Source: an optimization exercise on an open RTL-to-GDS flow (aim: small area, a short achievable clock period and few clock cycles per item). Production flows keep margins and buffers that such runs may drop.
Only simulation tests tie the RTL to the original design; equivalence was not proved.
Power is estimated from default activity; no workload was simulated.

Design lane_runner_solver, start of the top module:
module lane_runner_solver
#(
  parameter int LANES = 4,
  parameter int COLS  = 64,
  parameter int LW    = $clog2(LANES)
) (
  input  wire logic             clk,
  input  wire logic             rst,
  input  wire logic             in_valid,
  input  wire logic [LW-1:0]    init,
  input  wire logic [2*LANES-1:0] in_map,
  output wire logic             out_valid,
  output wire logic [1:0]       out,
  output wire logic [LW-1:0]    lane_out,
  output wire logic             no_path
);
clock: 5.5 ns
lec_check: 0
cap_margin: 20
core_margin: 2
core_utilization: 65
cts_cluster_diameter: 100
cts_cluster_size: 25
place_density: 0.75
setup_slack_margin: 3.4
slew_margin: 20
run.sh (not shown) runs the stock make flow with config.mk's settings and CLKGATE_MAP_FILE= SYNTH_SCRIPT=/design/flow/synth_recipe.tcl, a recipe that flattens the netlist after the stock synthesis.
Testbench counts at the start, summed over its fixed seeds: cycles 130,290, maps 1,200.
Rerun with:
--- a/flow/design.v
+++ b/flow/design.v
@@ -149,18 +149,17 @@
     assign w_sel[d][0] = w_win[d][0];
     assign w_sel[d][2] = w_win[d][2];
     assign w_sel[d][1] = !w_win[d][0] && !w_win[d][2];
     for (genvar d2 = 0; d2 < LANES; d2++) begin : g_ord
       if (d2 > d) begin : g_pair
         logic [8:0] w_term;
         for (genvar k1 = 0; k1 < 3; k1++) begin : g_k1
           for (genvar k2 = 0; k2 < 3; k2++) begin : g_k2
-            if (d - 1 + k1 < 0 || d - 1 + k1 >= LANES || d2 - 1 + k2 < 0 || d2 - 1 + k2 >= LANES ||
-                d - 1 + k1 > d2 - 1 + k2) begin : g_none
+            if (d - 1 + k1 < 0 || d - 1 + k1 >= LANES || d2 - 1 + k2 < 0 || d2 - 1 + k2 >= LANES) begin : g_none
               assign w_term[3*k1+k2] = 1'b0;
             end else if (d - 1 + k1 == d2 - 1 + k2) begin : g_same
               assign w_term[3*k1+k2] = (k1 == 1) && w_win[d][k1] && w_win[d2][k2];
             end else begin : g_diff
               assign w_term[3*k1+k2] = w_win[d][k1] && w_win[d2][k2] && w_bef[d-1+k1][d2-1+k2];
             end
           end
         end
@@ -268,27 +267,26 @@
       a_last_q    <= 1'b0;
       out_valid_q <= 1'b0;
       no_path_q   <= 1'b0;
     end else begin
       out_valid_q <= 1'b0;
       no_path_q   <= 1'b0;
       a_first_q   <= w_take0;
       a_step_q    <= w_take;
-      a_last_q    <= w_last && (|w_reach);
+      a_last_q    <= w_last;
       if (w_take0) begin
         load_q <= 1'b1;
         cnt_q  <= CW'(1);
       end else if (load_q) begin
         cnt_q <= cnt_q + CW'(1);
         if (!in_valid) begin
           load_q <= 1'b0;            
         end else if (w_last) begin
           load_q      <= 1'b0;
-          no_path_q   <= !(|w_reach);
         end
       end else if (a_last_q) begin
         out_valid_q <= |w_hc;
         no_path_q   <= !(|w_hc);
         emit_q      <= |w_hc;
         cnt_q       <= CW'(1);
       end else if (emit_q) begin
         out_valid_q <= 1'b1;
=> The changed run passed the timing, design-rule and antenna checks. First-iteration DRC count shrinks by about a fifth. Power shrinks slightly. Worst setup slack gets better by 0.036 ns. Non-clock buffer count shrinks by 2. Utilization shrinks by 0.23 points.
Testbench counts after the change, summed over its fixed seeds: cycles 130,638, maps 1,200.


RTL: one of the versions met above, not the one the previous note started from.
Size: ~1500 cells after synthesis, about 19 I/O pins.
clock: 5.5 ns
lec_check: 0
cap_margin: 20
core_margin: 2
core_utilization: 40
cts_cluster_diameter: 100
cts_cluster_size: 25
setup_slack_margin: 3.4
slew_margin: 20
The starting point ran to the end with no violations.
Testbench counts at the start, summed over its fixed seeds: cycles 130,638, maps 1,200.
Edit:
--- a/flow/design.v
+++ b/flow/design.v
@@ -97,27 +97,25 @@
     assign w_low[l]  = (in_map[2*l +: 2] == lane_runner_pkg::CELL_LOW);
     assign w_stl[l]  = (in_map[2*l +: 2] != lane_runner_pkg::CELL_TRAIN) && !(w_low[l] && low_q[l]);
   end
   logic [LANES-1:0][LANES-1:0] w_bef;     
   logic [LANES-1:0][2:0]       w_cand;    
   logic [LANES-1:0][2:0]       w_win;
   logic [LANES-1:0][2:0]       w_sel;
   logic [LANES-1:0]            w_reach;
   logic [LANES-1:0][LANES-1:0] w_ord;
   logic [LANES-1:0]            w_hc;      
   logic [LANES-1:0]            w_best;    
   logic [LANES-1:0]            w_end;     
-  logic [LANES-1:0][1:0]       top_q;     
-  logic [LANES-1:0][1:0]       w_top_nx;  
-  logic [LANES-1:0][1:0]       w_nx_top;  
+  logic [LANES-1:0][1:0]       w_top;     
   logic [LANES-1:0][1:0]       w_top2;    
   logic [LANES-1:0][LW-1:0]    w_top_lane;
   for (genvar i = 0; i < LANES; i++) begin : g_bef_i
     for (genvar j = 0; j < LANES; j++) begin : g_bef_j
       if (i < j) begin : g_lt
         assign w_bef[i][j] = ord_q[i][j];
       end else if (i > j) begin : g_gt
         assign w_bef[i][j] = !ord_q[j][i];
       end else begin : g_eq
         assign w_bef[i][j] = 1'b0;
       end
     end
@@ -208,47 +206,43 @@
     localparam int DL = (d > 0) ? d - 1 : d;
     localparam int DR = (d < LANES - 1) ? d + 1 : d;
     logic [PW-1:0] w_next;
     assign w_next[1] = (sel_q[d][1] && lowb_q[d]) || sel_q[d][2];
     assign w_next[0] = (sel_q[d][1] && lowb_q[d]) || sel_q[d][0];
     for (genvar p = 1; p < PL; p++) begin : g_pos
       for (genvar b = 0; b < 2; b++) begin : g_bit
         assign w_next[2*p+b] = !((sel_q[d][0] && path_q[DL][2*(p-1)+b]) ||
                                  (sel_q[d][1] && path_q[d][2*(p-1)+b]) ||
                                  (sel_q[d][2] && path_q[DR][2*(p-1)+b]));
       end
     end
-    assign w_nx_top[d] = w_next[PW-1:PW-2];
     for (genvar b = 0; b < 2; b++) begin : g_top
-      assign w_top_nx[d][b] = (w_sel[d][0] && w_nx_top[DL][b]) ||
-                              (w_sel[d][1] && w_nx_top[d][b]) ||
-                              (w_sel[d][2] && w_nx_top[DR][b]);
+      assign w_top[d][b] = (sel_q[d][0] && path_q[DL][PW-2+b]) ||
+                           (sel_q[d][1] && path_q[d][PW-2+b]) ||
+                           (sel_q[d][2] && path_q[DR][PW-2+b]);
       assign w_top2[d][b] = !((sel_q[d][0] && path_q[DL][PW-4+b]) ||
                               (sel_q[d][1] && path_q[d][PW-4+b]) ||
                               (sel_q[d][2] && path_q[DR][PW-4+b]));
     end
-    assign w_top_lane[d] = (top_q[d] == lane_runner_pkg::ACT_RIGHT) ? lane_q + LW'(1) :
-                           (top_q[d] == lane_runner_pkg::ACT_LEFT)  ? lane_q - LW'(1) : lane_q;
-    always_ff @(posedge clk) begin
-      path_q[d] <= w_next;
-      top_q[d]  <= w_top_nx[d];
-    end
+    assign w_top_lane[d] = (w_top[d] == lane_runner_pkg::ACT_RIGHT) ? lane_q + LW'(1) :
+                           (w_top[d] == lane_runner_pkg::ACT_LEFT)  ? lane_q - LW'(1) : lane_q;
+    always_ff @(posedge clk) path_q[d] <= w_next;
   end
   logic [LANES-1:0][1:0]    w_emit_l, w_first_l, w_second_l;
   logic [LANES-1:0][LW-1:0] w_lane1_l;
   logic [1:0]    w_emit_act, w_first, w_second;
   logic [LW-1:0] w_emit_lane, w_lane1;
   for (genvar l = 0; l < LANES; l++) begin : g_emit
     assign w_emit_l[l]   = esel_q[l] ? w_top2[l] : 2'b00;
-    assign w_first_l[l]  = w_best[l] ? top_q[l] : 2'b00;
+    assign w_first_l[l]  = w_best[l] ? w_top[l] : 2'b00;
     assign w_second_l[l] = w_best[l] ? w_top2[l] : 2'b00;
     assign w_lane1_l[l]  = w_best[l] ? w_top_lane[l] : LW'(0);
   end
   always_comb begin
     w_emit_act = '0;
     w_first    = '0;
     w_second   = '0;
     w_lane1    = '0;
     for (int l = 0; l < LANES; l++) begin
       w_emit_act = w_emit_act | w_emit_l[l];
       w_first    = w_first | w_first_l[l];
       w_second   = w_second | w_second_l[l];
The changed run finished with timing, DRC and antenna clean.
Via count goes up by 4.9%.
Setup slack stays flat.
Routed wire length rose by 16%.
Cell area is higher by 2.6%.
Final cell count climbs by 2.2%.
Global-route usage climbs by 3.0 points.
Power rises by 0.42%.
Worst hold slack gets better by 5.7 ps.
Non-clock buffer count came out higher by 39.
First-iteration DRC count increases by 6.9%.
Area after synthesis barely changes.
Testbench counts after the change, summed over its fixed seeds: cycles 130,638, maps 1,200.

[static timing again, ports no longer ideal]
The flow's constraints put no driver on any port. The routed layouts listed below were extracted and timed again, unchanged, in two steps.
Step 1 sets driving cells, clkbuf_16 on the clock port and buf_2 on the other inputs (assumed; they add their load-dependent delay and slew).
Step 2 adds t to the input delays and takes it off the output delays; t is the mean of the earliest and latest rising clock arrival at the registers after step 1. Input paths then give back, and output paths get back, about the clock's delay inside the block.
Slacks: no drivers / after step 1 / after step 2; pairs: no drivers / after step 1.
run | shift t [ns] | setup slack, ns | slew at the worst register clock pin (ns)
the first run of note 1 | 0.597 | 3.374 / 3.364 / 2.800 | 0.10 / 0.10
the second run of note 1 | 0.596 | 3.410 / 3.363 / 2.859 | 0.10 / 0.10
the first run of note 2 | 0.618 | 3.378 / 3.329 / 2.864 | 0.10 / 0.10
the second run of note 2 | 0.623 | 3.376 / 3.322 / 2.872 | 0.10 / 0.10
After both steps setup and hold are still met in every run listed. The setup slack of the first run of note 1, which loses most, moves by -0.010 ns with the drivers and by -0.574 ns with both steps.
